Context: an optimization exercise on an open-source flow, tuned for small area and a short achievable clock period. The choices shown serve that exercise and are no tape-out recipe. RTL that was checked went through simulation tests only; none was proved equivalent to the original. The RTL of runs 2 to 4 was laid out without a check of its function. No activity file was given, so power comes from the tool's default toggle rates.

$ cat flow/config.mk
export PLATFORM = sky130hd
export DESIGN_NAME = dacSubsystem
export DESIGN_NICKNAME = dacSubsystem
export VERILOG_FILES = /design/flow/design.v
export SDC_FILE = /design/flow/constraint.sdc
export NUM_CORES = 4
export LEC_CHECK = 0
export CAP_MARGIN = 20
export CORE_MARGIN = 2
export CORE_UTILIZATION = 40
export SLEW_MARGIN = 20
$ cat flow/constraint.sdc
create_clock -name core_clock -period 6.0 [get_ports {ck933}]
set_input_delay 1.2000 -clock core_clock [delete_from_list [all_inputs] [get_ports {ck933}]]
set_output_delay 1.2000 -clock core_clock [all_outputs]
set_load 0.01 [all_outputs]
$ cat flow/design.v
package hostBusPkg;
  typedef logic [11-1:0] addrT;
  typedef logic [16-1:0] dataT;
  typedef logic [1:0] offsetT;
  typedef enum logic [2:0] {
    MISC,
    GPIO,
    SERIAL,
    INTERP0,
    INTERP1,
    INTERP2,
    NONE
  } regionT;
  typedef struct packed {
    logic       rd;
    logic [1:0] dacIdx;
    logic [4:0] regAddr;
  } serialCmdT;
endpackage
package dspPkg;
  typedef logic signed [18-1:0] sampleT;
  typedef logic [14-1:0] dacWordT;
  typedef logic [1:0] ratioT;
endpackage
`timescale 1ns/100ps
module hostRegs (
  input  logic               ck933,
  input  logic               rstN,
  input  logic               nCs,
  input  logic               nWe,
  input  logic               nRd,
  input  hostBusPkg::addrT   addr,
  input  hostBusPkg::dataT   wrData,
  output hostBusPkg::dataT   rdData,
  input  hostBusPkg::dataT   serialRd,
  input  hostBusPkg::dataT   interpRd0,
  input  hostBusPkg::dataT   interpRd1,
  input  hostBusPkg::dataT   interpRd2,
  output logic               serialWrEn,
  output logic               interpWrEn0,
  output logic               interpWrEn1,
  output logic               interpWrEn2,
  output hostBusPkg::offsetT wrOffset,
  output logic               softReset,
  output hostBusPkg::dataT   gpioOut
);
  hostBusPkg::regionT region;
  hostBusPkg::dataT   rdMux;
  logic               wrStrobe;
  logic               rdStrobe;
  always_comb begin
    case (addr[11-1:2])
      (11'h000 >> 2):    region = hostBusPkg::MISC;
      (11'h004 >> 2):    region = hostBusPkg::GPIO;
      (11'h008 >> 2):  region = hostBusPkg::SERIAL;
      (11'h00C >> 2): region = hostBusPkg::INTERP0;
      (11'h010 >> 2): region = hostBusPkg::INTERP1;
      (11'h014 >> 2): region = hostBusPkg::INTERP2;
      default:              region = hostBusPkg::NONE;
    endcase
  end
  assign wrOffset = addr[1:0];
  assign wrStrobe = !nCs && !nWe;
  assign rdStrobe = !nCs && !nRd;
  assign serialWrEn  = wrStrobe && (region == hostBusPkg::SERIAL);
  assign interpWrEn0 = wrStrobe && (region == hostBusPkg::INTERP0);
  assign interpWrEn1 = wrStrobe && (region == hostBusPkg::INTERP1);
  assign interpWrEn2 = wrStrobe && (region == hostBusPkg::INTERP2);
  always_ff @(posedge ck933) begin
    if (!rstN) begin
      softReset <= 1'b0;
    end else begin
      softReset <= wrStrobe && (region == hostBusPkg::MISC) && (wrOffset == 2'd0);
    end
  end
  always_ff @(posedge ck933) begin
    if (!rstN || softReset) begin
      gpioOut <= 16'h0003;
    end else if (wrStrobe && (region == hostBusPkg::GPIO)) begin
      gpioOut <= wrData;
    end
  end
  always_comb begin
    rdMux = '0;
    case (region)
      hostBusPkg::MISC: begin
        if (wrOffset == 2'd1) begin
          rdMux = 16'h0A31;
        end
      end
      hostBusPkg::GPIO:    rdMux = gpioOut;
      hostBusPkg::SERIAL:  rdMux = serialRd;
      hostBusPkg::INTERP0: rdMux = interpRd0;
      hostBusPkg::INTERP1: rdMux = interpRd1;
      hostBusPkg::INTERP2: rdMux = interpRd2;
      default:             rdMux = '0;
    endcase
  end
  always_ff @(posedge ck933) begin
    if (rdStrobe) begin
      rdData <= rdMux;
    end
  end
endmodule
`timescale 1ns/100ps
module dacSerialCtrl (
  input  logic               ck933,
  input  logic               rstN,
  input  logic               softReset,
  input  logic               wrEn,
  input  hostBusPkg::offsetT wrOffset,
  input  hostBusPkg::dataT   wrData,
  output hostBusPkg::dataT   rdData,
  output logic               sclk,
  output logic [2:0]         dacNCs,
  output logic               sdioOut,
  output logic               sdioOe,
  input  logic               sdioIn
);
  localparam int phaseW  = $clog2(4);
  localparam int bitW    = $clog2(16);
  localparam int halfDiv = 4 / 2;
  typedef enum logic [1:0] {
    sIdle,
    sLoad,
    sShift,
    sEnd
  } stateT;
  stateT                  state;
  hostBusPkg::serialCmdT  cmd;
  logic [7:0]             txByte;
  logic [7:0]             rxByte;
  logic [16-1:0] shiftReg;
  logic [bitW-1:0]        bitCnt;
  logic [phaseW-1:0]      phase;
  logic [3:0]             selOneHot;
  logic                   busy;
  logic                   startFrame;
  assign busy = (state != sIdle);
  assign startFrame = wrEn && (wrOffset == 2'd1) && !busy;
  assign selOneHot = 4'b0001 << cmd.dacIdx;
  always_ff @(posedge ck933) begin
    if (!rstN || softReset) begin
      state    <= sIdle;
      cmd      <= '0;
      txByte   <= '0;
      rxByte   <= '0;
      shiftReg <= '0;
      bitCnt   <= '0;
      phase    <= '0;
      sclk     <= 1'b0;
      dacNCs   <= 3'b111;
      sdioOut  <= 1'b0;
      sdioOe   <= 1'b0;
    end else begin
      case (state)
        sIdle: begin
          if (wrEn && (wrOffset == 2'd0)) begin
            cmd <= wrData[7:0];
          end
          if (startFrame) begin
            txByte <= wrData[7:0];
            state  <= sLoad;
          end
        end
        sLoad: begin
          shiftReg <= {cmd, txByte};
          sdioOut  <= cmd[7];
          sdioOe   <= 1'b1;
          dacNCs   <= ~selOneHot[2:0];
          bitCnt   <= '0;
          phase    <= '0;
          state    <= sShift;
        end
        sShift: begin
          phase <= phase + 1'b1;
          if (phase == phaseW'(halfDiv - 1)) begin
            sclk <= ~&dacNCs;
          end
          if (cmd.rd && (bitCnt >= bitW'(8)) && (phase == phaseW'(halfDiv))) begin
            rxByte <= {rxByte[6:0], sdioIn};
          end
          if (phase == phaseW'(4 - 1)) begin
            sclk  <= 1'b0;
            phase <= '0;
            if (bitCnt == bitW'(16 - 1)) begin
              dacNCs <= 3'b111;
              sdioOe <= 1'b0;
              state  <= sEnd;
            end else begin
              bitCnt   <= bitCnt + 1'b1;
              shiftReg <= shiftReg << 1;
              sdioOut  <= shiftReg[16-2];
              if (cmd.rd && (bitCnt == bitW'(7))) begin
                sdioOe <= 1'b0;
              end
            end
          end
        end
        sEnd: begin
          phase <= phase + 1'b1;
          if (phase == phaseW'(1)) begin
            state <= sIdle;
          end
        end
        default: state <= sIdle;
      endcase
    end
  end
  always_comb begin
    rdData = '0;
    case (wrOffset)
      2'd0:   rdData[7:0] = cmd;
      2'd1: rdData[7:0] = txByte;
      2'd2: begin
        rdData[7:0]              = rxByte;
        rdData[8] = busy;
      end
      default: rdData = '0;
    endcase
  end
endmodule
`timescale 1ns/100ps
module interpolator (
  input  logic               ck933,
  input  logic               rstN,
  input  logic               softReset,
  input  logic               wrEn,
  input  hostBusPkg::offsetT wrOffset,
  input  hostBusPkg::dataT   wrData,
  output hostBusPkg::dataT   rdData,
  input  dspPkg::sampleT     sample,
  input  logic               sampleEn,
  output dspPkg::dacWordT    dacWord
);
  localparam int fracW = 3;
  localparam int accW  = 18 + fracW + 1;
  localparam int sumW  = accW + 2;
  localparam int dropW = 18 - 14 + fracW;
  localparam logic signed [sumW-1:0] roundHalf = 1 <<< (dropW - 1);
  localparam logic signed [sumW-1:0] dacMax = (1 <<< (14 - 1)) - 1;
  localparam logic signed [sumW-1:0] dacMin = -(1 <<< (14 - 1));
  dspPkg::ratioT             ratio;
  logic signed [16-1:0] offset;
  dspPkg::sampleT            prevSample;
  dspPkg::sampleT            target;
  logic signed [accW-1:0]    acc;
  logic signed [accW-1:0]    step;
  logic [3:0]                stepsLeft;
  logic signed [sumW-1:0]    sum;
  logic signed [sumW-1:0]    rounded;
  logic signed [14-1:0]  clipped;
  assign step = ((accW'(target) - accW'(prevSample)) <<< fracW) >>> ratio;
  assign sum     = sumW'(acc) + (sumW'(offset) <<< fracW);
  assign rounded = (sum + roundHalf) >>> dropW;
  always_comb begin
    if (rounded > dacMax) begin
      clipped = dacMax[14-1:0];
    end else if (rounded < dacMin) begin
      clipped = dacMin[14-1:0];
    end else begin
      clipped = rounded[14-1:0];
    end
  end
  always_ff @(posedge ck933) begin
    if (!rstN || softReset) begin
      ratio      <= '0;
      offset     <= '0;
      prevSample <= '0;
      target     <= '0;
      acc        <= '0;
      stepsLeft  <= '0;
      dacWord    <= 14'h2000;
    end else begin
      if (wrEn && (wrOffset == 2'd0)) begin
        ratio <= wrData[1:0];
      end
      if (wrEn && (wrOffset == 2'd1)) begin
        offset <= wrData;
      end
      if (sampleEn) begin
        prevSample <= target;
        target     <= sample;
        acc        <= accW'(target) <<< fracW;
        stepsLeft  <= 4'd1 << ratio;
      end else if (stepsLeft != 4'd0) begin
        acc       <= acc + step;
        stepsLeft <= stepsLeft - 1'b1;
      end
      dacWord <= {~clipped[14-1], clipped[14-2:0]};
    end
  end
  always_comb begin
    rdData = '0;
    case (wrOffset)
      2'd0:  rdData[1:0] = ratio;
      2'd1: rdData = offset;
      default:     rdData = '0;
    endcase
  end
endmodule
`timescale 1ns/100ps
module dacSubsystem (
  input  logic             ck933,
  input  logic             rstN,
  input  logic             nCs,
  input  logic             nWe,
  input  logic             nRd,
  input  hostBusPkg::addrT addr,
  input  hostBusPkg::dataT wrData,
  output hostBusPkg::dataT rdData,
  input  dspPkg::sampleT   sample0,
  input  dspPkg::sampleT   sample1,
  input  dspPkg::sampleT   sample2,
  input  logic             sampleEn0,
  input  logic             sampleEn1,
  input  logic             sampleEn2,
  output logic             sclk,
  output logic             dacNCs0,
  output logic             dacNCs1,
  output logic             dacNCs2,
  output logic             sdioOut,
  output logic             sdioOe,
  input  logic             sdioIn,
  output dspPkg::dacWordT  dacWord0,
  output dspPkg::dacWordT  dacWord1,
  output dspPkg::dacWordT  dacWord2,
  output logic             dacRst,
  output logic             bsyncNLock,
  output logic             demodNLock
);
  hostBusPkg::offsetT wrOffset;
  hostBusPkg::dataT   serialRd;
  hostBusPkg::dataT   interpRd0;
  hostBusPkg::dataT   interpRd1;
  hostBusPkg::dataT   interpRd2;
  hostBusPkg::dataT   gpioOut;
  logic               serialWrEn;
  logic               interpWrEn0;
  logic               interpWrEn1;
  logic               interpWrEn2;
  logic               softReset;
  logic [2:0]         dacNCs;
  hostRegs hostRegs (
    .ck933       (ck933),
    .rstN        (rstN),
    .nCs         (nCs),
    .nWe         (nWe),
    .nRd         (nRd),
    .addr        (addr),
    .wrData      (wrData),
    .rdData      (rdData),
    .serialRd    (serialRd),
    .interpRd0   (interpRd0),
    .interpRd1   (interpRd1),
    .interpRd2   (interpRd2),
    .serialWrEn  (serialWrEn),
    .interpWrEn0 (interpWrEn0),
    .interpWrEn1 (interpWrEn1),
    .interpWrEn2 (interpWrEn2),
    .wrOffset    (wrOffset),
    .softReset   (softReset),
    .gpioOut     (gpioOut)
  );
  assign dacRst     = softReset;
  assign bsyncNLock = gpioOut[0];
  assign demodNLock = gpioOut[1];
  dacSerialCtrl dacSerialCtrl (
    .ck933     (ck933),
    .rstN      (rstN),
    .softReset (softReset),
    .wrEn      (serialWrEn),
    .wrOffset  (wrOffset),
    .wrData    (wrData),
    .rdData    (serialRd),
    .sclk      (sclk),
    .dacNCs    (dacNCs),
    .sdioOut   (sdioOut),
    .sdioOe    (sdioOe),
    .sdioIn    (sdioIn)
  );
  assign dacNCs0 = dacNCs[0];
  assign dacNCs1 = dacNCs[1];
  assign dacNCs2 = dacNCs[2];
  interpolator interp0 (
    .ck933     (ck933),
    .rstN      (rstN),
    .softReset (softReset),
    .wrEn      (interpWrEn0),
    .wrOffset  (wrOffset),
    .wrData    (wrData),
    .rdData    (interpRd0),
    .sample    (sample0),
    .sampleEn  (sampleEn0),
    .dacWord   (dacWord0)
  );
  interpolator interp1 (
    .ck933     (ck933),
    .rstN      (rstN),
    .softReset (softReset),
    .wrEn      (interpWrEn1),
    .wrOffset  (wrOffset),
    .wrData    (wrData),
    .rdData    (interpRd1),
    .sample    (sample1),
    .sampleEn  (sampleEn1),
    .dacWord   (dacWord1)
  );
  interpolator interp2 (
    .ck933     (ck933),
    .rstN      (rstN),
    .softReset (softReset),
    .wrEn      (interpWrEn2),
    .wrOffset  (wrOffset),
    .wrData    (wrData),
    .rdData    (interpRd2),
    .sample    (sample2),
    .sampleEn  (sampleEn2),
    .dacWord   (dacWord2)
  );
endmodule
$ cat flow/run.sh
#!/bin/bash
# synth_recipe.tcl (not shown) runs the flow's synth.tcl, then flattens the netlist and writes it again
# the make line also repeats each setting of config.mk as NAME=value (left out here)
make -C /OpenROAD-flow-scripts/flow DESIGN_CONFIG=/design/flow/config.mk WORK_HOME=/design/flow/orfs CLKGATE_MAP_FILE= SYNTH_SCRIPT=/design/flow/synth_recipe.tcl finish
==> flow_summary.rst, run 1 <==
.. list-table::
   :header-rows: 1

   * - Metric
     - Value
   * - Terminating pin of the worst hold path
     - interp2.offset[3]
   * - Setup clock skew after layout
     - 0.02294 ns
   * - Average vias per placed instance
     - 5.532
   * - Number of cells on the worst reg-to-reg path
     - 20
   * - Endpoint class of the critical path
     - register
   * - Final net count
     - 3329
   * - Hold path startpoint
     - interp2.offset[3]
   * - Pin count of the biggest net entering global routing
     - 139
   * - Avg WL per Cell
     - 17.91 µm
   * - Number of buffers on the longest clock path
     - 3
   * - Data required time of the critical path
     - 6.48 ns
   * - Core area
     - 58910 µm²
   * - Worst Path Class, Setup
     - reg -> reg
   * - Final std cell area, no fill
     - 27640 µm²
   * - Weighted congestion reported at the end of routability-driven placement
     - 0.8975
   * - Critical path launch point type
     - register
   * - First-pass DRT Iterations
     - 8
   * - Synthesized area per cell
     - 8.221 µm²
   * - Die height
     - 247.9 µm
   * - Vias in the first global route
     - 19990
   * - Maximum vdd drop
     - 0.2318 mV
   * - Number of nets with antenna violations after detailed routing
     - 0
   * - DRC violation total after the first TritonRoute iteration
     - 1243
   * - Estimated wirelength of the detail-placed design
     - 50990 µm
   * - Maximum fanout along the worst path
     - 4
   * - FFs w/ async S/R, synth
     - 0%
   * - Count of synthesis-stage warnings from yosys
     - 3
   * - Critical R2R Launch
     - interp1.target[0]
   * - Antenna violations before repair
     - 1
   * - Data arrival time of the critical path
     - 5.74 ns
   * - Ant. Diodes
     - 0
   * - Total nets after synthesis
     - 3233
   * - Clock slew at the register clock pins of the worst setup and hold paths
     - 0.06 ns
   * - Library cell contributing the largest single delay on the critical path
     - sky130_fd_sc_hd__o31ai_1
   * - Capture instance of the worst register-to-register path
     - interp1.acc[21]
   * - CTS Root Cell
     - sky130_fd_sc_hd__clkbuf_16
   * - Post-route non-filler standard cell count
     - 3801
   * - Most used flip-flop cell after synthesis
     - sky130_fd_sc_hd__dfxtp_1
   * - Layout area overhead
     - 16.15%
   * - Global-route wire length before repair
     - 107300 µm
   * - IO Count
     - 157
   * - Number of clock sinks seen by CTS
     - 368
   * - Cell seen most often among critical-path stages
     - sky130_fd_sc_hd__o31a_1
   * - Delay of the slowest cell on the worst path
     - 0.49 ns
   * - Total power per unit cell area
     - 282.0 nW/µm²
   * - Most used cells in the layout excluding fill and tap cells
     - 352 x sky130_fd_sc_hd__dfxtp_1, 327 x sky130_fd_sc_hd__nor2_1, 326 x sky130_fd_sc_hd__nand2_1
   * - Count of max-cap constraint violations
     - 0
   * - Actual slew at the worst max-slew pin
     - 1.074 ns
   * - R2r setup slk
     - 0.75 ns
   * - Instance area at placement
     - 26060 µm²
   * - Mapped Area
     - 23800 µm²
   * - Hold path depth
     - 2
   * - DRT Wirelength
     - 68080 µm
   * - Area of the die
     - 61460 µm²
   * - Register bit count reported by yosys
     - 368
   * - Achievable clock frequency
     - 190.3 MHz
   * - Buffer and inverter count on the worst path
     - 1
   * - Hold_buf cts
     - 0
   * - Global-route congestion overflow total
     - 0
   * - Starting Density
     - 40.40%
   * - Total Power
     - 7.796 mW
   * - Clock Latency Late Sink
     - 0.60 ns
   * - Final Max Slew Viols
     - 0
   * - Number of distinct library cells after synthesis
     - 78
   * - Class of the worst hold path
     - reg -> reg
   * - Overall track demand over capacity in global routing
     - 21.74%
   * - Die width
     - 247.9 µm
   * - Rows
     - 89
   * - Register area share after synthesis
     - 31.63%
   * - CP Cell Sequence
     - inv_1 -> ha_1 -> fa_1 -> nor2b_4 -> o31a_1 -> o31a_1 -> o41a_1 -> a21oi_1 -> xnor2_1 -> mux4_2 -> ha_1 -> and4_1 -> nand2_1 -> o31ai_1 -> a2111oi_2 -> o31ai_1 -> a31oi_1 -> xnor2_2 -> o21a_1 -> o31a_1
   * - Leakage Power
     - 11.56 nW
   * - Post-cts repair resize count
     - 0
   * - Gate Count Post-Synth
     - 2895
   * - Setup repair after global routing missed its margin
     - no
   * - Total via count in the routed design
     - 21030
   * - Most frequent standard cell in the layout excluding fill and tap cells
     - sky130_fd_sc_hd__dfxtp_1
   * - Clock tree from TritonCTS
     - yes
   * - Share of cells above drive strength 1
     - 4.524%
   * - Depth of the CTS H-tree
     - 2
   * - Total negative slack
     - 0 ns
   * - Number of synthesized flops with an enable pin
     - 16
   * - Number of post-CTS setup repair buffers
     - 0
   * - Critical path's top delay family
     - compound AO/OA/AOI/OAI gates
   * - Hold Violations, Final
     - 0
   * - Post-route DRC
     - 0
   * - TritonCTS Buffers
     - 46
   * - Worst relative slew slack
     - 28.20%
   * - Tcrit/Tclk final
     - 87.56%
   * - Cells after DPL
     - 3716
   * - Status
     - timing/DRC/antenna clean
   * - Count of buffers from port buffering
     - 156
   * - Time the worst path needs with I/O delays and setup
     - 5.254 ns
   * - Final setup violating endpoints
     - 0
sequential cells by signal (all words and copies together) (netlist names), 8 cells and up:
signal / flops
hostRegs.gpioOut: 16
interp2.acc: 22
dacSerialCtrl.txByte: 8
interp0.offset: 16
interp0.prevSample: 18
interp2.target: 18
interp1.dacWord: 14
hostRegs.rdData: 16
interp0.dacWord: 14
interp2.dacWord: 14
interp2.prevSample: 18
dacSerialCtrl.cmd: 8
dacSerialCtrl.rxByte: 8
interp0.acc: 22
interp1.offset: 16
interp1.target: 18
interp1.acc: 22
interp2.offset: 16
interp0.target: 18
dacSerialCtrl.shiftReg: 15
interp1.prevSample: 18
power by group:
part / switching (mW) / total (mW) / leakage (nW) / internal, mW
Clock: 1.16 / 2.86 / 0.762 / 1.70
Sequential: 0.120 / 2.73 / 3.03 / 2.61
Combinational: 1.22 / 2.21 / 7.77 / 0.989
layout make-up:
class	instances	area, µm²
clock buffer	66	1338
clock inverter	19	236.5
fill	5640	31270
inverter	143	536.8
multi-input combinational	2250	15270
sequential	368	7527
tap	773	967.2
timing repair buffer	182	1767
tightest hold or removal path: cells and delay by family, from the launching register on:
family	cells	cell delay, ns
flops	1	0.30
compound gates	1	0.06
simple gates	1	0.05
how the worst max path moves through the flow:
stage,endpoint,slack (ns),start,cells after the start
finish,interp1.acc[21],0.75,interp1.target[0],20
global route,interp1.acc[21],0.36,interp1.target[0],20
CTS,interp1.acc[21],0.75,interp1.target[0],20
detailed placement,interp1.acc[21],0.79,interp1.target[0],20
global placement,interp1.acc[21],0.84,interp1.target[0],20
floorplan,interp1.acc[21],1.26,interp1.target[0],20
through the flow:
step / setup slack [ns] / hold slack (ns) / utilization (%)
after floorplan: 1.264 / 0.4360 / -
after global placement: 0.8359 / 0.4416 / 44.23
after detailed placement: 0.7881 / 0.4473 / 44.23
after CTS: 0.7493 / 0.4553 / 46.90
after global routing: 0.3614 / 0.4767 / 46.92
final: 0.7464 / 0.4579 / 46.92
cell families (layout without fill, tap and decap cells):
kind of cell / Yosys count / in the layout / synth area share, %
mux: 208 / 208 / 8.969
compound gates: 748 / 748 / 20.23
simple gates: 925 / 925 / 17.05
xor+xnor: 121 / 121 / 4.485
flops: 368 / 368 / 31.63
fa+ha+maj: 248 / 248 / 13.23
buf+inv: 277 / 410 / 4.406
metal layers:
layer | vias to the layer above | share of wire [%] | GRT usage (%)
met3 | 106 | 5.2 | 3.049
met2 | 479 | 45 | 35.04
met5 | - | 0 | 0
met4 | 0 | 2.7 | 6.217
met1 | 9924 | 48 | 30.14
li1 | 10520 | - | -
synthesized netlist by cell type (35+ instances only):
cell type	n	area, µm²
sky130_fd_sc_hd__a31oi_1	35	219.0
sky130_fd_sc_hd__nand2_1	326	1224
sky130_fd_sc_hd__nor2_1	327	1227
sky130_fd_sc_hd__dfxtp_1	352	7047
sky130_fd_sc_hd__nor2b_1	38	237.7
sky130_fd_sc_hd__a211oi_1	61	457.9
sky130_fd_sc_hd__xor2_1	35	306.5
sky130_fd_sc_hd__inv_1	139	521.8
sky130_fd_sc_hd__o21ai_0	113	565.5
sky130_fd_sc_hd__nor3_1	64	320.3
sky130_fd_sc_hd__mux2i_1	202	2022
sky130_fd_sc_hd__xnor2_1	85	744.5
sky130_fd_sc_hd__a21o_1	53	397.9
sky130_fd_sc_hd__clkbuf_1	106	397.9
sky130_fd_sc_hd__nand3_1	47	235.2
sky130_fd_sc_hd__o21a_1	50	375.4
sky130_fd_sc_hd__a21oi_1	268	1341
sky130_fd_sc_hd__ha_1	242	3028
==> run 2, diff against run 1 <==
--- a/flow/design.v
+++ b/flow/design.v
@@ -118,7 +118,4 @@
   input  logic               sdioIn
 );
-  localparam int phaseW  = $clog2(4);
-  localparam int bitW    = $clog2(16);
-  localparam int halfDiv = 4 / 2;
   typedef enum logic [1:0] {
     sIdle,
@@ -131,26 +128,35 @@
   logic [7:0]             txByte;
   logic [7:0]             rxByte;
-  logic [16-1:0] shiftReg;
-  logic [bitW-1:0]        bitCnt;
-  logic [phaseW-1:0]      phase;
+  logic [5:0]             cnt;
+  logic [3:0]             bitCnt;
+  logic [1:0]             phase;
+  logic [15:0]            frame;
+  logic [15:0]            nextBits;
   logic [3:0]             selOneHot;
   logic                   busy;
   logic                   startFrame;
-  assign busy = (state != sIdle);
+  logic                   rst;
+  assign rst        = !rstN || softReset;
+  assign busy       = (state != sIdle);
   assign startFrame = wrEn && (wrOffset == 2'd1) && !busy;
-  assign selOneHot = 4'b0001 << cmd.dacIdx;
+  assign selOneHot  = 4'b0001 << cmd.dacIdx;
+  assign bitCnt     = cnt[5:2];
+  assign phase      = cnt[1:0];
+  assign frame = {cmd, txByte};
+  always_comb begin
+    for (int i = 0; i < 16; i++) begin
+      nextBits[i] = (i < 15) ? frame[14 - i] : 1'b0;
+    end
+  end
   always_ff @(posedge ck933) begin
-    if (!rstN || softReset) begin
-      state    <= sIdle;
-      cmd      <= '0;
-      txByte   <= '0;
-      rxByte   <= '0;
-      shiftReg <= '0;
-      bitCnt   <= '0;
-      phase    <= '0;
-      sclk     <= 1'b0;
-      dacNCs   <= 3'b111;
-      sdioOut  <= 1'b0;
-      sdioOe   <= 1'b0;
+    if (rst) begin
+      state   <= sIdle;
+      cmd     <= '0;
+      txByte  <= '0;
+      rxByte  <= '0;
+      sclk    <= 1'b0;
+      dacNCs  <= 3'b111;
+      sdioOut <= 1'b0;
+      sdioOe  <= 1'b0;
     end else begin
       case (state)
@@ -165,32 +171,25 @@
         end
         sLoad: begin
-          shiftReg <= {cmd, txByte};
-          sdioOut  <= cmd[7];
-          sdioOe   <= 1'b1;
-          dacNCs   <= ~selOneHot[2:0];
-          bitCnt   <= '0;
-          phase    <= '0;
-          state    <= sShift;
+          sdioOut <= cmd[7];
+          sdioOe  <= 1'b1;
+          dacNCs  <= ~selOneHot[2:0];
+          state   <= sShift;
         end
         sShift: begin
-          phase <= phase + 1'b1;
-          if (phase == phaseW'(halfDiv - 1)) begin
+          if (phase == 2'd1) begin
             sclk <= ~&dacNCs;
           end
-          if (cmd.rd && (bitCnt >= bitW'(8)) && (phase == phaseW'(halfDiv))) begin
+          if (cmd.rd && bitCnt[3] && (phase == 2'd2)) begin
             rxByte <= {rxByte[6:0], sdioIn};
           end
-          if (phase == phaseW'(4 - 1)) begin
-            sclk  <= 1'b0;
-            phase <= '0;
-            if (bitCnt == bitW'(16 - 1)) begin
+          if (phase == 2'd3) begin
+            sclk <= 1'b0;
+            if (bitCnt == 4'd15) begin
               dacNCs <= 3'b111;
               sdioOe <= 1'b0;
               state  <= sEnd;
             end else begin
-              bitCnt   <= bitCnt + 1'b1;
-              shiftReg <= shiftReg << 1;
-              sdioOut  <= shiftReg[16-2];
-              if (cmd.rd && (bitCnt == bitW'(7))) begin
+              sdioOut <= nextBits[bitCnt];
+              if (cmd.rd && (bitCnt == 4'd7)) begin
                 sdioOe <= 1'b0;
               end
@@ -199,6 +198,5 @@
         end
         sEnd: begin
-          phase <= phase + 1'b1;
-          if (phase == phaseW'(1)) begin
+          if (phase == 2'd1) begin
             state <= sIdle;
           end
@@ -208,4 +206,11 @@
     end
   end
+  always_ff @(posedge ck933) begin
+    if (state == sLoad) begin
+      cnt <= '0;
+    end else begin
+      cnt <= cnt + 1'b1;
+    end
+  end
   always_comb begin
     rdData = '0;
@@ -236,40 +241,35 @@
   localparam int fracW = 3;
   localparam int accW  = 18 + fracW + 1;
-  localparam int sumW  = accW + 2;
-  localparam int dropW = 18 - 14 + fracW;
-  localparam logic signed [sumW-1:0] roundHalf = 1 <<< (dropW - 1);
-  localparam logic signed [sumW-1:0] dacMax = (1 <<< (14 - 1)) - 1;
-  localparam logic signed [sumW-1:0] dacMin = -(1 <<< (14 - 1));
+  localparam int diffW = 18 + 1;
   dspPkg::ratioT             ratio;
   logic signed [16-1:0] offset;
-  dspPkg::sampleT            prevSample;
+  logic signed [diffW-1:0]   diff;
   dspPkg::sampleT            target;
   logic signed [accW-1:0]    acc;
   logic signed [accW-1:0]    step;
   logic [3:0]                stepsLeft;
-  logic signed [sumW-1:0]    sum;
-  logic signed [sumW-1:0]    rounded;
-  logic signed [14-1:0]  clipped;
-  assign step = ((accW'(target) - accW'(prevSample)) <<< fracW) >>> ratio;
-  assign sum     = sumW'(acc) + (sumW'(offset) <<< fracW);
-  assign rounded = (sum + roundHalf) >>> dropW;
+  logic signed [accW:0]      sum;
+  logic signed [accW-7:0]    rounded;
+  logic [14-1:0]         clipped;
+  logic                      rst;
+  assign rst = !rstN || softReset;
+  assign step = $signed({diff, 3'b000}) >>> ratio;
+  assign sum     = {acc[accW-1], acc} + {{(accW-18){offset[15]}}, offset, 3'b000} + (accW+1)'(64);
+  assign rounded = sum[accW:7];
   always_comb begin
-    if (rounded > dacMax) begin
-      clipped = dacMax[14-1:0];
-    end else if (rounded < dacMin) begin
-      clipped = dacMin[14-1:0];
+    if (rounded[accW-7:14-1] == '0 || rounded[accW-7:14-1] == '1) begin
+      clipped = {~rounded[14-1], rounded[14-2:0]};
     end else begin
-      clipped = rounded[14-1:0];
+      clipped = {~rounded[accW-7], {(14-1){~rounded[accW-7]}}};
     end
   end
   always_ff @(posedge ck933) begin
-    if (!rstN || softReset) begin
-      ratio      <= '0;
-      offset     <= '0;
-      prevSample <= '0;
-      target     <= '0;
-      acc        <= '0;
-      stepsLeft  <= '0;
-      dacWord    <= 14'h2000;
+    if (rst) begin
+      ratio     <= '0;
+      offset    <= '0;
+      target    <= '0;
+      acc       <= '0;
+      stepsLeft <= '0;
+      dacWord   <= 14'h2000;
     end else begin
       if (wrEn && (wrOffset == 2'd0)) begin
@@ -280,13 +280,17 @@
       end
       if (sampleEn) begin
-        prevSample <= target;
-        target     <= sample;
-        acc        <= accW'(target) <<< fracW;
-        stepsLeft  <= 4'd1 << ratio;
+        target    <= sample;
+        acc       <= {target[18-1], target, 3'b000};
+        stepsLeft <= 4'd1 << ratio;
       end else if (stepsLeft != 4'd0) begin
         acc       <= acc + step;
         stepsLeft <= stepsLeft - 1'b1;
       end
-      dacWord <= {~clipped[14-1], clipped[14-2:0]};
+      dacWord <= clipped;
+    end
+  end
+  always_ff @(posedge ck933) begin
+    if (sampleEn) begin
+      diff <= {sample[18-1], sample} - {target[18-1], target};
     end
   end
--- a/flow/config.mk
+++ b/flow/config.mk
@@ -6,6 +6,8 @@
 export NUM_CORES = 4
 export LEC_CHECK = 0
+export ABC_CLOCK_PERIOD_IN_PS = 3000
 export CAP_MARGIN = 20
 export CORE_MARGIN = 2
 export CORE_UTILIZATION = 40
+export SETUP_SLACK_MARGIN = 2.5
 export SLEW_MARGIN = 20
==> run 2 against run 1 <==
  * Hold slack worse by 0.0021 ns
  * Setup slack better by 1.8 ns
  * Clock skew hardly changed
  * Total power shrank 6.3%
  * Cell count is 7.4% lower
  * Sequential share of layout area increased by 0.96 points
  * Wire length decreased by 5.9%
  * Register-to-register slack better by 1.8 ns
  * Core utilization increased by 2.8 points
  * Synthesized cell count fell by 12%
  * Clock power decreased by 9.4%
  * Critical endpoint is now interp0.acc[21]
  * Largest cell class unchanged
==> flow_summary.rst, run 2 <==
.. list-table::
   :header-rows: 1

   * - Metric
     - Value
   * - Critical R2R Launch
     - interp0.ratio[0] (was interp1.target[0])
   * - IO Count
     - 157 (unchanged)
   * - Area fraction of the dominant cell type after synthesis
     - 24.88% (was 29.61%)
   * - Achievable clock frequency
     - 287.7 MHz (was 190.3 MHz)
   * - Time the worst path needs with I/O delays and setup
     - 3.476 ns (was 5.254 ns)
   * - Maximum vdd drop
     - 0.1684 mV (was 0.2318 mV)
   * - DRT Wirelength
     - 64100 µm (was 68080 µm)
   * - Actual slew at the worst max-slew pin
     - 1.130 ns (was 1.074 ns)
   * - Endpoint class of the critical path
     - register (unchanged)
   * - Critical path launch point type
     - register (unchanged)
   * - Delay of the slowest cell on the worst path
     - 0.50 ns (was 0.49 ns)
   * - Avg WL per Cell
     - 18.21 µm (was 17.91 µm)
   * - Rows
     - 87 (was 89)
   * - Number of clock sinks seen by CTS
     - 356 (was 368)
   * - Register bit count reported by yosys
     - 356 (was 368)
   * - Clock tree from TritonCTS
     - yes (unchanged)
   * - Setup repair after global routing missed its margin
     - yes (was no)
   * - DRC violation total after the first TritonRoute iteration
     - 1300 (was 1243)
   * - Global-route congestion overflow total
     - 0 (unchanged)
   * - Class of the worst hold path
     - reg -> reg (unchanged)
   * - Count of synthesis-stage warnings from yosys
     - 3 (unchanged)
   * - Count of max-cap constraint violations
     - 0 (unchanged)
   * - Post-route non-filler standard cell count
     - 3520 (was 3801)
   * - Ant. Diodes
     - 0 (unchanged)
   * - Number of nets with antenna violations after detailed routing
     - 0 (unchanged)
   * - Library cell contributing the largest single delay on the critical path
     - sky130_fd_sc_hd__mux4_2 (was sky130_fd_sc_hd__o31ai_1)
   * - Startpoint of the worst setup timing path
     - interp0.ratio[0] (was interp1.target[0])
   * - Overall track demand over capacity in global routing
     - 21.07% (was 21.74%)
   * - Post-route DRC
     - 0 (unchanged)
   * - Final net count
     - 3064 (was 3329)
   * - Hold_buf cts
     - 0 (unchanged)
   * - Leakage Power
     - 11.65 nW (was 11.56 nW)
   * - Cell accounting for the most synthesized area
     - sky130_fd_sc_hd__dfxtp_1 (unchanged)
   * - Final setup violating endpoints
     - 0 (unchanged)
   * - R2r setup slk
     - 2.52 ns (was 0.75 ns)
   * - Total nets after synthesis
     - 2870 (was 3233)
   * - FFs w/ async S/R, synth
     - 0% (unchanged)
   * - Register area share after synthesis
     - 34.51% (was 31.63%)
   * - Hold path depth
     - 2 (unchanged)
   * - First-pass DRT Iterations
     - 7 (was 8)
   * - Die width
     - 242.6 µm (was 247.9 µm)
   * - Total via count in the routed design
     - 19360 (was 21030)
   * - TritonCTS Buffers
     - 42 (was 46)
   * - CTS Root Cell
     - sky130_fd_sc_hd__clkbuf_16 (unchanged)
   * - Gate Count Post-Synth
     - 2538 (was 2895)
   * - Final Max Slew Viols
     - 0 (unchanged)
   * - Worst hold margin
     - 0.4558 ns (was 0.4579 ns)
   * - Layout area overhead
     - 23.23% (was 16.15%)
   * - Core area
     - 56390 µm² (was 58910 µm²)
   * - Setup clock skew after layout
     - 0.02331 ns (was 0.02294 ns)
   * - Largest cells by area after synthesis
     - sky130_fd_sc_hd__dfxtp_1 25%, sky130_fd_sc_hd__ha_1 13%, sky130_fd_sc_hd__edfxtp_1 9.6%, sky130_fd_sc_hd__nand2_1 4.6%, sky130_fd_sc_hd__a21oi_1 4.5% (was sky130_fd_sc_hd__dfxtp_1 30%, sky130_fd_sc_hd__ha_1 13%, sky130_fd_sc_hd__mux2i_1 8.5%, sky130_fd_sc_hd__a21oi_1 5.6%, sky130_fd_sc_hd__nor2_1 5.2%)
   * - Number of cells on the worst reg-to-reg path
     - 15 (was 20)
   * - Global-route wire length before repair
     - 100800 µm (was 107300 µm)
   * - Antenna violations before repair
     - 1 (unchanged)
   * - Most used flip-flop cell after synthesis
     - sky130_fd_sc_hd__dfxtp_1 (unchanged)
   * - Weighted congestion reported at the end of routability-driven placement
     - 0.8928 (was 0.8975)
   * - Count of buffers from port buffering
     - 156 (unchanged)
   * - Data arrival time of the critical path
     - 3.89 ns (was 5.74 ns)
   * - Data required time of the critical path
     - 6.41 ns (was 6.48 ns)
   * - List of most frequent post-synthesis cells
     - 283 x sky130_fd_sc_hd__dfxtp_1, 278 x sky130_fd_sc_hd__nand2_1, 244 x sky130_fd_sc_hd__nor2_1 (was 352 x sky130_fd_sc_hd__dfxtp_1, 327 x sky130_fd_sc_hd__nor2_1, 326 x sky130_fd_sc_hd__nand2_1)
   * - CP Cell Sequence
     - buf_6 -> buf_12 -> buf_12 -> buf_12 -> mux4_2 -> ha_1 -> a21o_1 -> a21o_1 -> nand2_1 -> nand2_1 -> a211o_1 -> a221o_1 -> a21oi_2 -> xnor2_1 -> o22ai_1 (was inv_1 -> ha_1 -> fa_1 -> nor2b_4 -> o31a_1 -> o31a_1 -> o41a_1 -> a21oi_1 -> xnor2_1 -> mux4_2 -> ha_1 -> and4_1 -> nand2_1 -> o31ai_1 -> a2111oi_2 -> o31ai_1 -> a31oi_1 -> xnor2_2 -> o21a_1 -> o31a_1)
   * - Hold Violations, Final
     - 0 (unchanged)
   * - Filler cell count in the final layout
     - 5254 (was 5640)
   * - Synthesized area per cell
     - 8.971 µm² (was 8.221 µm²)
   * - Clock slew at the register clock pins of the worst setup and hold paths
     - 0.06 ns (about the same)
   * - Vias in the first global route
     - 18940 (was 19990)
   * - Biggest registers after layout
     - interp0.acc x22, interp1.acc x22, interp2.acc x22 (unchanged)
   * - Most common cell in the synthesized netlist
     - sky130_fd_sc_hd__dfxtp_1 (unchanged)
   * - Die height
     - 242.6 µm (was 247.9 µm)
   * - Total negative slack
     - 0 ns (unchanged)
   * - Worst relative slew slack
     - 24.31% (was 28.20%)
   * - Mapped Area
     - 22770 µm² (was 23800 µm²)
   * - Maximum fanout along the worst path
     - 7 (was 4)
   * - Share of cells above drive strength 1
     - 14.33% (was 4.524%)
   * - Number of synthesized flops with an enable pin
     - 73 (was 16)
   * - Tcrit/Tclk final
     - 57.93% (was 87.56%)
   * - Area of the die
     - 58850 µm² (was 61460 µm²)
   * - Clock Latency Late Sink
     - 0.57 ns (was 0.60 ns)
   * - CP endpoint
     - interp0.acc[21] (was interp1.acc[21])
   * - Capture instance of the worst register-to-register path
     - interp0.acc[21] (was interp1.acc[21])
   * - Worst Path Class, Setup
     - reg -> reg (unchanged)
   * - Depth of the CTS H-tree
     - 2 (unchanged)
   * - Starting Density
     - 40.38% (was 40.40%)
   * - Cell seen most often among critical-path stages
     - sky130_fd_sc_hd__buf_12 (was sky130_fd_sc_hd__o31a_1)
   * - Most frequent standard cell in the layout excluding fill and tap cells
     - sky130_fd_sc_hd__nand2_1 (was sky130_fd_sc_hd__dfxtp_1)
   * - Number of distinct library cells after synthesis
     - 82 (was 78)
   * - Total power per unit cell area
     - 260.4 nW/µm² (was 282.0 nW/µm²)
   * - Most used cells in the layout excluding fill and tap cells
     - 272 x sky130_fd_sc_hd__nand2_1, 260 x sky130_fd_sc_hd__dfxtp_1, 241 x sky130_fd_sc_hd__nor2_1 (was 352 x sky130_fd_sc_hd__dfxtp_1, 327 x sky130_fd_sc_hd__nor2_1, 326 x sky130_fd_sc_hd__nand2_1)
   * - Cells after DPL
     - 3360 (was 3716)
   * - Average vias per placed instance
     - 5.499 (was 5.532)
   * - Status
     - timing/DRC/antenna clean (unchanged)
   * - Number of buffers on the longest clock path
     - 3 (unchanged)
   * - Pin count of the biggest net entering global routing
     - 102 (was 139)
   * - Estimated wirelength of the detail-placed design
     - 45690 µm (was 50990 µm)
==> run 2: cell count changes after synthesis, moves of 15 or more <==
| cell | change |
|---|---|
| sky130_fd_sc_hd__o21a_1 | -24 |
| sky130_fd_sc_hd__nor2_1 | -83 |
| sky130_fd_sc_hd__xor2_1 | +23 |
| sky130_fd_sc_hd__nand3_1 | -22 |
| sky130_fd_sc_hd__edfxtp_1 | +57 |
| sky130_fd_sc_hd__dfxtp_1 | -69 |
| sky130_fd_sc_hd__mux2i_1 | -101 |
| sky130_fd_sc_hd__mux4_2 | +40 |
| sky130_fd_sc_hd__nor3_1 | -19 |
| sky130_fd_sc_hd__nand2_1 | -48 |
| sky130_fd_sc_hd__a21oi_1 | -63 |
| sky130_fd_sc_hd__buf_1 | -15 |
==> run 2: kinds of logic after synthesis <==
kind of cell | Yosys count | synth area share (%)
buffers and inverters | 247 | 4.160
XOR/XNOR | 134 | 5.155
adder cells (fa/ha/maj) | 242 | 13.50
multiplexers | 158 | 9.436
flip-flops | 356 | 34.51
AO/OA/AOI/OAI | 661 | 18.77
AND/OR/NAND/NOR | 740 | 14.47
==> run 2: where the power goes <==
part	leakage, nW	switching (mW)	total (mW)	internal (mW)
logic	7.92	0.980	1.87	0.886
registers	3.03	0.181	2.85	2.67
clock network	0.705	1.07	2.59	1.52
total	11.7	2.23	7.31	5.08
==> run 2: repair_timing <==
| item | CTS | global route |
|---|---|---|
| buffers inserted | 36 | 41 |
| setup endpoints to repair | 161 | 166 |
| gates cloned | 3 | 4 |
| resized for setup | 93 | 127 |
| pin swaps | 29 | 76 |
==> run 2: metal layers <==
metal	vias to the layer above	global-route usage (%)	routed length, µm
met5	-	0	8
met4	2	7.759	2030
met3	120	3.173	3153
met2	463	35.24	30190
met1	9219	27.57	28720
li1	9551	-	-
==> run 2: how the worst min path moves through the flow <==
stage,startpoint,slack [ns],endpoint
final,hostRegs.gpioOut[4],0.46,hostRegs.gpioOut[4]
after global routing,hostRegs.gpioOut[15],0.47,hostRegs.gpioOut[15]
after CTS,interp2.acc[0],0.46,interp2.acc[0]
after detailed placement,interp2.acc[0],0.45,interp2.acc[0]
after global placement,hostRegs.gpioOut[2],0.44,hostRegs.gpioOut[2]
after floorplan,interp2.acc[0],0.44,interp2.acc[0]
==> run 2: worst max-delay path: cells and delay by family, from the launching register on <==
family,cells,cell delay (ns)
AO/OA/AOI/OAI,6,1.28
XOR/XNOR,1,0.13
adder cells (fa/ha/maj),1,0.42
buffers and inverters,4,0.45
flip-flops,1,0.42
multiplexers,1,0.50
AND/OR/NAND/NOR,2,0.12
==> run 2: final cells by class <==
cell class / instances / area (µm²) / share of cell area, %
clock buffers: 60 / 1305 / 4.651
clock inverters: 16 / 101.3 / 0.3612
inverters: 133 / 503.0 / 1.793
multi-input cells: 1936 / 14730 / 52.50
flip-flops and latches: 356 / 7909 / 28.19
well taps: 756 / 945.9 / 3.371
repair buffers: 263 / 2564 / 9.137
==> run 2: stage by stage <==
step                      setup slack (ns)  util, %  cell area, µm²  total power [mW]
after floorplan                      2.413        -           22800             4.073
after global placement               1.550    44.42           25050             4.555
after detailed placement             1.468    44.42           25050             4.596
after CTS                            2.466    48.18           27170             7.295
after global routing                 2.349    49.76           28060             7.691
final                                2.524    49.76           28060             7.305
==> run 3, diff against run 2 <==
--- a/flow/config.mk
+++ b/flow/config.mk
@@ -10,4 +10,4 @@
 export CORE_MARGIN = 2
 export CORE_UTILIZATION = 40
-export SETUP_SLACK_MARGIN = 2.5
+export SETUP_SLACK_MARGIN = 3.2
 export SLEW_MARGIN = 20
==> run 3 against run 2 <==
  * Fmax grew 4.4%
  * Sequential power barely moved
  * Combinational power grew about 20%
  * Non-clock buffer count is 114 higher
  * Clock power up 4%
==> flow_summary.rst, run 3 <==
.. list-table::
   :header-rows: 1

   * - Metric
     - Value
   * - Status
     - timing/DRC/antenna clean (unchanged)
   * - Number of clock sinks seen by CTS
     - 356 (unchanged)
   * - Most used flip-flop cell after synthesis
     - sky130_fd_sc_hd__dfxtp_1 (unchanged)
   * - Count of synthesis-stage warnings from yosys
     - 3 (unchanged)
   * - Power share of the clock group
     - 34.6% (was 35.5%)
   * - Switching pwr
     - 2.467 mW (was 2.230 mW)
   * - Count of buffers from port buffering
     - 156 (unchanged)
   * - Final setup violating endpoints
     - 0 (unchanged)
   * - Rows
     - 87 (unchanged)
   * - Leakage Power
     - 12.61 nW (was 11.65 nW)
   * - Estimated wirelength of the detail-placed design
     - 46820 µm (was 45690 µm)
   * - Clock Latency Late Sink
     - 0.61 ns (was 0.57 ns)
   * - Count of max-cap constraint violations
     - 0 (unchanged)
   * - Total Power
     - 7.810 mW (was 7.305 mW)
   * - Global-route congestion overflow total
     - 0 (unchanged)
   * - Gate Count Post-Synth
     - 2538 (unchanged)
   * - Compound-Gate Fraction of Synth Area
     - 18.77% (unchanged)
   * - Area of the die
     - 58850 µm² (unchanged)
   * - Number of distinct library cells after synthesis
     - 82 (unchanged)
   * - Data arrival time of the critical path
     - 3.82 ns (was 3.89 ns)
   * - Critical path launch point type
     - register (unchanged)
   * - Biggest registers after layout
     - interp0.acc x22, interp1.acc x22, interp2.acc x22 (unchanged)
   * - Class of the worst hold path
     - reg -> reg (unchanged)
   * - Synthesized area per cell
     - 8.971 µm² (unchanged)
   * - Critical R2R Launch
     - interp0.offset[12] (was interp0.ratio[0])
   * - Sequential Power Share
     - 36.6% (was 39.0%)
   * - Total negative slack
     - 0 ns (unchanged)
   * - Time the worst path needs with I/O delays and setup
     - 3.330 ns (was 3.476 ns)
   * - Setup repair after global routing missed its margin
     - yes (unchanged)
   * - Tcrit/Tclk final
     - 55.50% (was 57.93%)
   * - Cell accounting for the most synthesized area
     - sky130_fd_sc_hd__dfxtp_1 (unchanged)
   * - Most frequent standard cell in the layout excluding fill and tap cells
     - sky130_fd_sc_hd__nand2_1 (unchanged)
   * - First-pass DRT Iterations
     - 5 (was 7)
   * - Antenna violations before repair
     - 5 (was 1)
   * - Total via count in the routed design
     - 20460 (was 19360)
   * - Register area share after synthesis
     - 34.51% (unchanged)
   * - Startpoint of the worst setup timing path
     - interp0.offset[12] (was interp0.ratio[0])
   * - Switching share of power
     - 31.59% (was 30.52%)
   * - IO Count
     - 157 (unchanged)
   * - Logic depth of the worst path, buffers included
     - 13 (was 15)
   * - Cell seen most often among critical-path stages
     - sky130_fd_sc_hd__ha_1 (was sky130_fd_sc_hd__buf_12)
   * - Register bit count reported by yosys
     - 356 (unchanged)
   * - Fraction of synthesized area in multiplexers
     - 9.436% (unchanged)
   * - Clock tree from TritonCTS
     - yes (unchanged)
   * - Maximum fanout along the worst path
     - 13 (was 7)
   * - Dominant combinational cell family by area after synthesis
     - compound AO/OA/AOI/OAI gates (unchanged)
   * - Number of cells on the worst reg-to-reg path
     - 13 (was 15)
   * - Starting Density
     - 40.38% (unchanged)
   * - Weighted congestion reported at the end of routability-driven placement
     - 0.8850 (was 0.8928)
   * - Worst Path Class, Setup
     - reg -> reg (unchanged)
   * - Final Max Slew Viols
     - 0 (unchanged)
   * - Share of cells above drive strength 1
     - 29.28% (was 14.33%)
   * - DRT Wirelength
     - 70410 µm (was 64100 µm)
   * - Number of synthesized flops with an enable pin
     - 73 (unchanged)
   * - Library cell contributing the largest single delay on the critical path
     - sky130_fd_sc_hd__dfxtp_1 (was sky130_fd_sc_hd__mux4_2)
   * - Number of nets with antenna violations after detailed routing
     - 0 (unchanged)
   * - Hold path startpoint
     - hostRegs.gpioOut[8] (was hostRegs.gpioOut[4])
   * - Internal Dissipation
     - 5.343 mW (was 5.075 mW)
   * - Data required time of the critical path
     - 6.49 ns (was 6.41 ns)
   * - Die height
     - 242.6 µm (unchanged)
   * - Achievable clock frequency
     - 300.3 MHz (was 287.7 MHz)
   * - DRC violation total after the first TritonRoute iteration
     - 1413 (was 1300)
   * - Total power per unit cell area
     - 248.3 nW/µm² (was 260.4 nW/µm²)
   * - Mapped Area
     - 22770 µm² (unchanged)
   * - Largest cells by area after synthesis
     - sky130_fd_sc_hd__dfxtp_1 25%, sky130_fd_sc_hd__ha_1 13%, sky130_fd_sc_hd__edfxtp_1 9.6%, sky130_fd_sc_hd__nand2_1 4.6%, sky130_fd_sc_hd__a21oi_1 4.5% (unchanged)
   * - Total nets after synthesis
     - 2870 (unchanged)
   * - Simple-gate area share of the yosys netlist
     - 14.47% (unchanged)
   * - Overall track demand over capacity in global routing
     - 22.54% (was 21.07%)
   * - Core area
     - 56390 µm² (unchanged)
   * - Area fraction of the dominant cell type after synthesis
     - 24.88% (unchanged)
   * - Actual slew at the worst max-slew pin
     - 0.9301 ns (was 1.130 ns)
   * - Post-route DRC
     - 0 (unchanged)
   * - Logic pwr share
     - 28.8% (was 25.6%)
   * - Vias in the first global route
     - 19830 (was 18940)
   * - Most common cell in the synthesized netlist
     - sky130_fd_sc_hd__dfxtp_1 (unchanged)
   * - Final net count
     - 3183 (was 3064)
   * - Die width
     - 242.6 µm (unchanged)
   * - Setup clock skew after layout
     - 0.02537 ns (was 0.02331 ns)
   * - CTS Root Cell
     - sky130_fd_sc_hd__clkbuf_16 (unchanged)
   * - Layout area overhead
     - 38.13% (was 23.23%)
   * - XOR/XNOR share of the synthesized area
     - 5.155% (unchanged)
   * - Avg WL per Cell
     - 19.32 µm (was 18.21 µm)
   * - CP Cell Sequence
     - ha_1 -> ha_1 -> a2111oi_2 -> o21ai_0 -> a31oi_1 -> o21ai_2 -> buf_4 -> a21o_4 -> a21oi_4 -> buf_6 -> xnor2_2 -> or3_4 -> o31ai_4 (was buf_6 -> buf_12 -> buf_12 -> buf_12 -> mux4_2 -> ha_1 -> a21o_1 -> a21o_1 -> nand2_1 -> nand2_1 -> a211o_1 -> a221o_1 -> a21oi_2 -> xnor2_1 -> o22ai_1)
   * - Endpoint class of the critical path
     - register (unchanged)
   * - FFs w/ async S/R, synth
     - 0% (unchanged)
   * - Global-route wire length before repair
     - 107000 µm (was 100800 µm)
   * - Worst relative slew slack
     - 37.99% (was 24.31%)
   * - Number of buffers on the longest clock path
     - 3 (unchanged)
   * - Critical path's top delay family
     - compound AO/OA/AOI/OAI gates (unchanged)
   * - TritonCTS Buffers
     - 43 (was 42)
   * - Depth of the CTS H-tree
     - 2 (unchanged)
   * - Pin count of the biggest net entering global routing
     - 104 (was 102)
   * - Most used cells in the layout excluding fill and tap cells
     - 243 x sky130_fd_sc_hd__nand2_1, 229 x sky130_fd_sc_hd__dfxtp_1, 227 x sky130_fd_sc_hd__nor2_1 (was 272 x sky130_fd_sc_hd__nand2_1, 260 x sky130_fd_sc_hd__dfxtp_1, 241 x sky130_fd_sc_hd__nor2_1)
   * - Clock slew at the register clock pins of the worst setup and hold paths
     - 0.06 ns (about the same)
   * - List of most frequent post-synthesis cells
     - 283 x sky130_fd_sc_hd__dfxtp_1, 278 x sky130_fd_sc_hd__nand2_1, 244 x sky130_fd_sc_hd__nor2_1 (unchanged)
   * - Hold Violations, Final
     - 0 (unchanged)
   * - Average vias per placed instance
     - 5.614 (was 5.499)
   * - Arithmetic-cell share of the synthesized area counting full adders, half adders and majority gates
     - 13.50% (unchanged)
   * - Hold path depth
     - 2 (unchanged)
   * - Delay of the slowest cell on the worst path
     - 0.49 ns (was 0.50 ns)
   * - Maximum vdd drop
     - 0.2002 mV (was 0.1684 mV)
   * - Buffer and inverter count on the worst path
     - 2 (was 4)
## run 3: cell counts after synthesis
Identical to the previous run, type by type.
## run 3: timing repair
item | CTS | global route
gates cloned | 11 | 3
pin swaps | 184 | 162
gates resized for setup | 372 | 273
hold buffers | 0 | 0
setup buffers | 123 | 69
endpoints found under the setup margin | 238 | 181
## run 3: power groups by stage
stage               sequential, mW  clock [mW]  combinational, mW
floorplan                     2.85           0               1.30
global placement              2.90           0               1.74
detailed placement            2.90           0               1.78
CTS                           2.85        2.76               2.00
global route                  2.89        2.85               2.45
finish                        2.86        2.70               2.25
## run 3: logic make-up after synthesis
| family | after synthesis |
|---|---|
| simple gates | 740 |
| compound gates | 661 |
| flops | 356 |
| buf+inv | 247 |
| fa+ha+maj | 242 |
| mux | 158 |
| xor+xnor | 134 |
## run 3: worst reg2reg max path, stage by stage, from the launching register on
cell and delay (ns):
sky130_fd_sc_hd__dfxtp_1 0.49, sky130_fd_sc_hd__ha_1 0.30, sky130_fd_sc_hd__ha_1 0.24, sky130_fd_sc_hd__a2111oi_2 0.38, sky130_fd_sc_hd__o21ai_0 0.16, sky130_fd_sc_hd__a31oi_1 0.22, sky130_fd_sc_hd__o21ai_2 0.09, sky130_fd_sc_hd__buf_4 0.15
sky130_fd_sc_hd__a21o_4 0.22, sky130_fd_sc_hd__a21oi_4 0.18, sky130_fd_sc_hd__buf_6 0.12, sky130_fd_sc_hd__xnor2_2 0.06, sky130_fd_sc_hd__or3_4 0.49, sky130_fd_sc_hd__o31ai_4 0.11
## run 3: area by class of cell
| class | count | area [µm²] |
|---|---|---|
| Fill cell | 4831 | 24940 |
| Multi-Input combinational cell | 1940 | 16820 |
| Sequential cell | 356 | 7980 |
| Timing Repair Buffer | 377 | 3685 |
| Clock buffer | 56 | 1226 |
| Tap cell | 756 | 945.9 |
| Inverter | 133 | 543.0 |
| Clock inverter | 24 | 245.2 |
| Antenna cell | 3 | 7.507 |
## run 3: metal layers
layer | global-route usage, % | share of wire (%)
met1 | 28.89 | 43
met2 | 38.27 | 48
met3 | 3.295 | 5.3
met4 | 8.751 | 3.9
met5 | 0 | 0.031
## run 3: path summary, 6_finish.rpt
check | slack, ns | end
worst max register to register | 2.67 | interp0.dacWord[4]
worst min register to register | 0.46 | hostRegs.gpioOut[8]
worst min-delay path | 0.46 | hostRegs.gpioOut[8]
worst max-delay path | 2.67 | interp0.dacWord[4]
## run 3: through the flow
stage | setup slack, ns | util, % | area [µm²] | hold WS (ns) | std cells
2_1_floorplan | 2.628 | - | 23760 | 0.4360 | 2538
3_3_place_gp | 1.699 | 45.67 | 25750 | 0.4427 | 3356
3_5_place_dp | 1.588 | 45.67 | 25750 | 0.4478 | 3356
4_1_cts | 2.698 | 52.61 | 29660 | 0.4569 | 3570
5_1_grt | 2.504 | 55.77 | 31450 | 0.4745 | 3645
6_report | 2.670 | 55.77 | 31450 | 0.4580 | 3645
==> run 4, diff against run 3 <==
--- a/flow/design.v
+++ b/flow/design.v
@@ -249,5 +249,11 @@
   logic signed [accW-1:0]    step;
   logic [3:0]                stepsLeft;
-  logic signed [accW:0]      sum;
+  logic [accW-1:0]           accNext;
+  logic [diffW-1:0]          diffNext;
+  logic [accW-3:0]           rndA;
+  logic [accW-3:0]           rndB;
+  logic [accW-3:0]           rndS;
+  logic [accW-3:0]           rndC;
+  logic [accW-3:0]           sum;
   logic signed [accW-7:0]    rounded;
   logic [14-1:0]         clipped;
@@ -255,6 +261,17 @@
   assign rst = !rstN || softReset;
   assign step = $signed({diff, 3'b000}) >>> ratio;
-  assign sum     = {acc[accW-1], acc} + {{(accW-18){offset[15]}}, offset, 3'b000} + (accW+1)'(64);
-  assign rounded = sum[accW:7];
+  assign rndA    = {acc[accW-1], acc[accW-1:fracW]};
+  assign rndB    = {{(accW-2-16){offset[16-1]}}, offset};
+  assign rndS    = rndA ^ rndB ^ (accW-2)'(8);
+  assign rndC    = ((rndA & rndB) | ((rndA | rndB) & (accW-2)'(8))) << 1;
+  fastAdd #(.W(accW-2)) rndAdd (.a(rndS), .b(rndC), .cin(1'b0), .s(sum));
+  assign rounded = sum[accW-3:4];
+  fastAdd #(.W(accW)) accAdd (.a(acc), .b(step), .cin(1'b0), .s(accNext));
+  fastAdd #(.W(diffW)) diffSub (
+    .a   ({sample[18-1], sample}),
+    .b   (~{target[18-1], target}),
+    .cin (1'b1),
+    .s   (diffNext)
+  );
   always_comb begin
     if (rounded[accW-7:14-1] == '0 || rounded[accW-7:14-1] == '1) begin
@@ -284,5 +301,5 @@
         stepsLeft <= 4'd1 << ratio;
       end else if (stepsLeft != 4'd0) begin
-        acc       <= acc + step;
+        acc       <= accNext;
         stepsLeft <= stepsLeft - 1'b1;
       end
@@ -292,5 +309,5 @@
   always_ff @(posedge ck933) begin
     if (sampleEn) begin
-      diff <= {sample[18-1], sample} - {target[18-1], target};
+      diff <= diffNext;
     end
   end
@@ -304,4 +321,35 @@
   end
 endmodule
+module fastAdd #(
+  parameter int W = 22
+) (
+  input  logic [W-1:0] a,
+  input  logic [W-1:0] b,
+  input  logic         cin,
+  output logic [W-1:0] s
+);
+  localparam int L = $clog2(W);
+  logic [W-1:0] p;
+  logic [W-1:0] g [L+1];
+  logic [W-1:0] t [L+1];
+  logic [W:0]   c;
+  assign p    = a ^ b;
+  assign g[0] = (a & b) | {{(W-1){1'b0}}, p[0] & cin};
+  assign t[0] = p;
+  for (genvar l = 0; l < L; l++) begin : gLevel
+    for (genvar i = 0; i < W; i++) begin : gBit
+      if ((i >> l) % 2 == 1) begin : gJoin
+        localparam int j = ((i >> (l + 1)) << (l + 1)) + (1 << l) - 1;
+        assign g[l+1][i] = g[l][i] | (t[l][i] & g[l][j]);
+        assign t[l+1][i] = t[l][i] & t[l][j];
+      end else begin : gPass
+        assign g[l+1][i] = g[l][i];
+        assign t[l+1][i] = t[l][i];
+      end
+    end
+  end
+  assign c = {g[L], cin};
+  assign s = p ^ c[W-1:0];
+endmodule
 `timescale 1ns/100ps
 module dacSubsystem (
--- a/flow/config.mk
+++ b/flow/config.mk
@@ -6,8 +6,8 @@
 export NUM_CORES = 4
 export LEC_CHECK = 0
-export ABC_CLOCK_PERIOD_IN_PS = 3000
+export ABC_AREA = 1
 export CAP_MARGIN = 20
 export CORE_MARGIN = 2
 export CORE_UTILIZATION = 40
-export SETUP_SLACK_MARGIN = 3.2
+export SETUP_SLACK_MARGIN = 2.8
 export SLEW_MARGIN = 20
==> run 4 against run 3 <==
  * Non-clock buffer count is 168 lower
  * Sequential share of layout area increased by 3.2 points
  * Combinational power decreased by 13%
  * Fmax up 7.1%
  * Core utilization decreased by 7.7 points
  * Critical path type is now in -> reg
  * Largest power group unchanged
==> flow_summary.rst, run 4 <==
.. list-table::
   :header-rows: 1

   * - Metric
     - Value
   * - Layout area overhead
     - 19.28% (was 38.13%)
   * - Total negative slack
     - 0 ns (unchanged)
   * - Vias in the first global route
     - 19210 (was 19830)
   * - Total Power
     - 7.430 mW (was 7.810 mW)
   * - Final design utilization
     - 48.04% (was 55.77%)
   * - IO Count
     - 157 (unchanged)
   * - Data arrival time of the critical path
     - 3.49 ns (was 3.82 ns)
   * - Most common cell in the synthesized netlist
     - sky130_fd_sc_hd__nand2_1 (was sky130_fd_sc_hd__dfxtp_1)
   * - Number of buffers on the longest clock path
     - 3 (unchanged)
   * - DRT Wirelength
     - 64150 µm (was 70410 µm)
   * - Fraction of synthesized area in multiplexers
     - 1.297% (was 9.436%)
   * - First-pass DRT Iterations
     - 6 (was 5)
   * - Pin count of the biggest net entering global routing
     - 69 (was 104)
   * - Count of synthesis-stage warnings from yosys
     - 12 (was 3)
   * - Cell accounting for the most synthesized area
     - sky130_fd_sc_hd__dfxtp_1 (unchanged)
   * - CP Cell Sequence
     - clkdlybuf4s50_1 -> nor3_4 -> nand2_4 -> ha_2 -> o21ai_4 -> nand2_4 -> nor2_4 -> nand2_2 -> nor2_1 -> o21ai_1 -> a21oi_2 (was ha_1 -> ha_1 -> a2111oi_2 -> o21ai_0 -> a31oi_1 -> o21ai_2 -> buf_4 -> a21o_4 -> a21oi_4 -> buf_6 -> xnor2_2 -> or3_4 -> o31ai_4)
   * - Setup clock skew after layout
     - 0.02268 ns (was 0.02537 ns)
   * - Simple-gate area share of the yosys netlist
     - 17.67% (was 14.47%)
   * - Register area share after synthesis
     - 33.95% (was 34.51%)
   * - Register bit count reported by yosys
     - 356 (unchanged)
   * - Post-route DRC
     - 0 (unchanged)
   * - Class of the worst hold path
     - reg -> reg (unchanged)
   * - Number of synthesized flops with an enable pin
     - 73 (unchanged)
   * - Clock Latency Late Sink
     - 0.58 ns (was 0.61 ns)
   * - Share of cells above drive strength 1
     - 9.619% (was 29.28%)
   * - Dominant combinational cell family by area after synthesis
     - compound AO/OA/AOI/OAI gates (unchanged)
   * - Starting Density
     - 40.27% (was 40.38%)
   * - Maximum vdd drop
     - 0.1747 mV (was 0.2002 mV)
   * - Rows
     - 88 (was 87)
   * - Worst Path Class, Setup
     - in -> reg (was reg -> reg)
   * - Most used cells in the layout excluding fill and tap cells
     - 517 x sky130_fd_sc_hd__nand2_1, 457 x sky130_fd_sc_hd__inv_1, 278 x sky130_fd_sc_hd__a21oi_1 (was 243 x sky130_fd_sc_hd__nand2_1, 229 x sky130_fd_sc_hd__dfxtp_1, 227 x sky130_fd_sc_hd__nor2_1)
   * - Antenna violations before repair
     - 0 (was 5)
   * - Worst path setup slack after routing
     - 2.890 ns (was 2.670 ns)
   * - Time the worst path needs with I/O delays and setup
     - 3.110 ns (was 3.330 ns)
   * - Final setup violating endpoints
     - 0 (unchanged)
   * - Actual slew at the worst max-slew pin
     - 1.056 ns (was 0.9301 ns)
   * - Clock tree from TritonCTS
     - yes (unchanged)
   * - Number of nets with antenna violations after detailed routing
     - 0 (unchanged)
   * - Most used flip-flop cell after synthesis
     - sky130_fd_sc_hd__dfxtp_1 (unchanged)
   * - Area fraction of the dominant cell type after synthesis
     - 24.48% (was 24.88%)
   * - TritonCTS Buffers
     - 43 (unchanged)
   * - Status
     - timing/DRC/antenna clean (unchanged)
   * - Number of clock sinks seen by CTS
     - 356 (unchanged)
   * - Worst setup slack after placement
     - 1.761 ns (was 1.588 ns)
   * - Number of distinct library cells after synthesis
     - 53 (was 82)
   * - List of most frequent post-synthesis cells
     - 539 x sky130_fd_sc_hd__nand2_1, 472 x sky130_fd_sc_hd__inv_1, 285 x sky130_fd_sc_hd__a21oi_1 (was 283 x sky130_fd_sc_hd__dfxtp_1, 278 x sky130_fd_sc_hd__nand2_1, 244 x sky130_fd_sc_hd__nor2_1)
   * - Count of buffers from port buffering
     - 156 (unchanged)
   * - Gate Count Post-Synth
     - 3016 (was 2538)
   * - Avg WL per Cell
     - 16.17 µm (was 19.32 µm)
   * - Filler cell count in the final layout
     - 5625 (was 4831)
   * - Clock slew at the register clock pins of the worst setup and hold paths
     - 0.06 ns (about the same)
   * - Synthesized area per cell
     - 7.675 µm² (was 8.971 µm²)
   * - Total nets after synthesis
     - 3375 (was 2870)
   * - Average vias per placed instance
     - 5.146 (was 5.614)
   * - XOR/XNOR share of the synthesized area
     - 3.368% (was 5.155%)
   * - Final Max Slew Viols
     - 0 (unchanged)
   * - Critical path launch point type
     - input port (was register)
   * - Cell seen most often among critical-path stages
     - sky130_fd_sc_hd__nand2_4 (was sky130_fd_sc_hd__ha_1)
   * - Leakage Power
     - 12.24 nW (was 12.61 nW)
   * - Total power per unit cell area
     - 269.1 nW/µm² (was 248.3 nW/µm²)
   * - Die width
     - 244.6 µm (was 242.6 µm)
   * - Mapped Area
     - 23150 µm² (was 22770 µm²)
   * - Largest cells by area after synthesis
     - sky130_fd_sc_hd__dfxtp_1 24%, sky130_fd_sc_hd__ha_1 12%, sky130_fd_sc_hd__edfxtp_1 9.5%, sky130_fd_sc_hd__nand2_1 8.7%, sky130_fd_sc_hd__inv_1 7.7% (was sky130_fd_sc_hd__dfxtp_1 25%, sky130_fd_sc_hd__ha_1 13%, sky130_fd_sc_hd__edfxtp_1 9.6%, sky130_fd_sc_hd__nand2_1 4.6%, sky130_fd_sc_hd__a21oi_1 4.5%)
   * - FFs w/ async S/R, synth
     - 0% (unchanged)
   * - Depth of the CTS H-tree
     - 2 (unchanged)
   * - Maximum fanout along the worst path
     - 11 (was 13)
   * - Most frequent standard cell in the layout excluding fill and tap cells
     - sky130_fd_sc_hd__nand2_1 (unchanged)
   * - Total via count in the routed design
     - 20420 (was 20460)
   * - Hold Violations, Final
     - 0 (unchanged)
   * - Biggest registers after layout
     - interp0.acc x22, interp1.acc x22, interp2.acc x22 (unchanged)
   * - Area of the die
     - 59810 µm² (was 58850 µm²)
[run 4: cell types whose count changed in the layout (fill, tap and decap cells not counted), moves of 82 or more]
cell,change
sky130_fd_sc_hd__buf_4,-115
sky130_fd_sc_hd__inv_1,+340
sky130_fd_sc_hd__ha_1,+82
sky130_fd_sc_hd__nand2_1,+274
sky130_fd_sc_hd__nand3_1,+107
sky130_fd_sc_hd__a21oi_1,+118
sky130_fd_sc_hd__o21ai_0,+193
[run 4: path summary, 6_finish.rpt]
path	startpoint	to	slack, ns	depth (start not counted)
setup / recovery	addr[3]	hostRegs.rdData[12]	2.89	11
hold / removal	hostRegs.gpioOut[15]	hostRegs.gpioOut[15]	0.45	2
setup reg to reg	interp0.ratio[0]	interp0.acc[17]	2.97	16
hold reg to reg	hostRegs.gpioOut[15]	hostRegs.gpioOut[15]	0.45	2
[run 4: worst max-delay path, delay by kind of cell]
family	cells	cell delay [ns]
buffers and inverters	1	0.59
adders and majority gates	1	0.23
AOI/OAI and AO/OA	3	0.46
and+or+nand+nor	6	0.97
[run 4: cell families (layout without fill, tap and decap cells)]
kind of cell    after synthesis  in the layout
flops                       356            356
buf+inv                     586            772
compound gates              715            715
fa+ha+maj                   269            269
xor+xnor                     89             89
mux                          30             30
simple gates                971            971
[run 4: area by class of cell]
cell class	instances	area [µm²]	share of cell area, %
repair buffers	209	2081	7.536
clock buffers	57	1210	4.382
flip-flops and latches	356	7879	28.54
multi-input cells	2074	13400	48.55
inverters	485	1907	6.907
well taps	765	957.2	3.467
clock inverters	21	171.4	0.6209
[run 4: metrics by stage]
stage / hold slack, ns / instance area, µm² / instances
global placement: 0.4326 / 25470 / 3851
CTS: 0.4480 / 27000 / 3938
finish: 0.4473 / 27610 / 3967
detailed placement: 0.4383 / 25500 / 3853
global route: 0.4681 / 27610 / 3967
floorplan: 0.4233 / 23290 / 3016
[run 4: per-layer routing]
metal / global-route usage [%] / part of all wire (%)
met5: 0 / 0
met4: 6.940 / 3.2
met1: 27.26 / 45
met3: 3.040 / 5.4
met2: 34.87 / 46
[run 4: report_power, final]
part | switching (mW) | internal, mW
Sequential | 0.173 | 2.70
Combinational | 1.15 | 0.804
Clock | 1.09 | 1.51
[run 4: repair_timing]
action,CTS,global route
setup buffers,7,25
endpoints found under the setup margin,138,156
cloned,0,4
hold buffers,0,0
pin swaps,6,29
gates resized for setup,35,106

[re-timing with driven ports]
In the flow no input, the clock included, has a driving cell. The finished layouts below were timed again as built, in two steps. Step 1, drivers: a clkbuf_16 drives ck933 and a buf_2 each remaining input, both assumed. Step 2 times the ports against the registers' clock, not the clock port: input delays grow and output delays shrink by t, the midpoint of the rising clock arrivals with the driver on. Three values: ideal ports, drivers, drivers and shift; two values: the first two.
run	t, ns	slack for setup (ns)
run 1	0.651	0.746 / 0.746 / 0.746
run 2	0.627	2.524 / 2.524 / 1.982
run 3	0.649	2.670 / 2.670 / 2.334
run 4	0.632	2.890 / 2.923 / 2.291
After both steps every run listed still meets setup and hold.
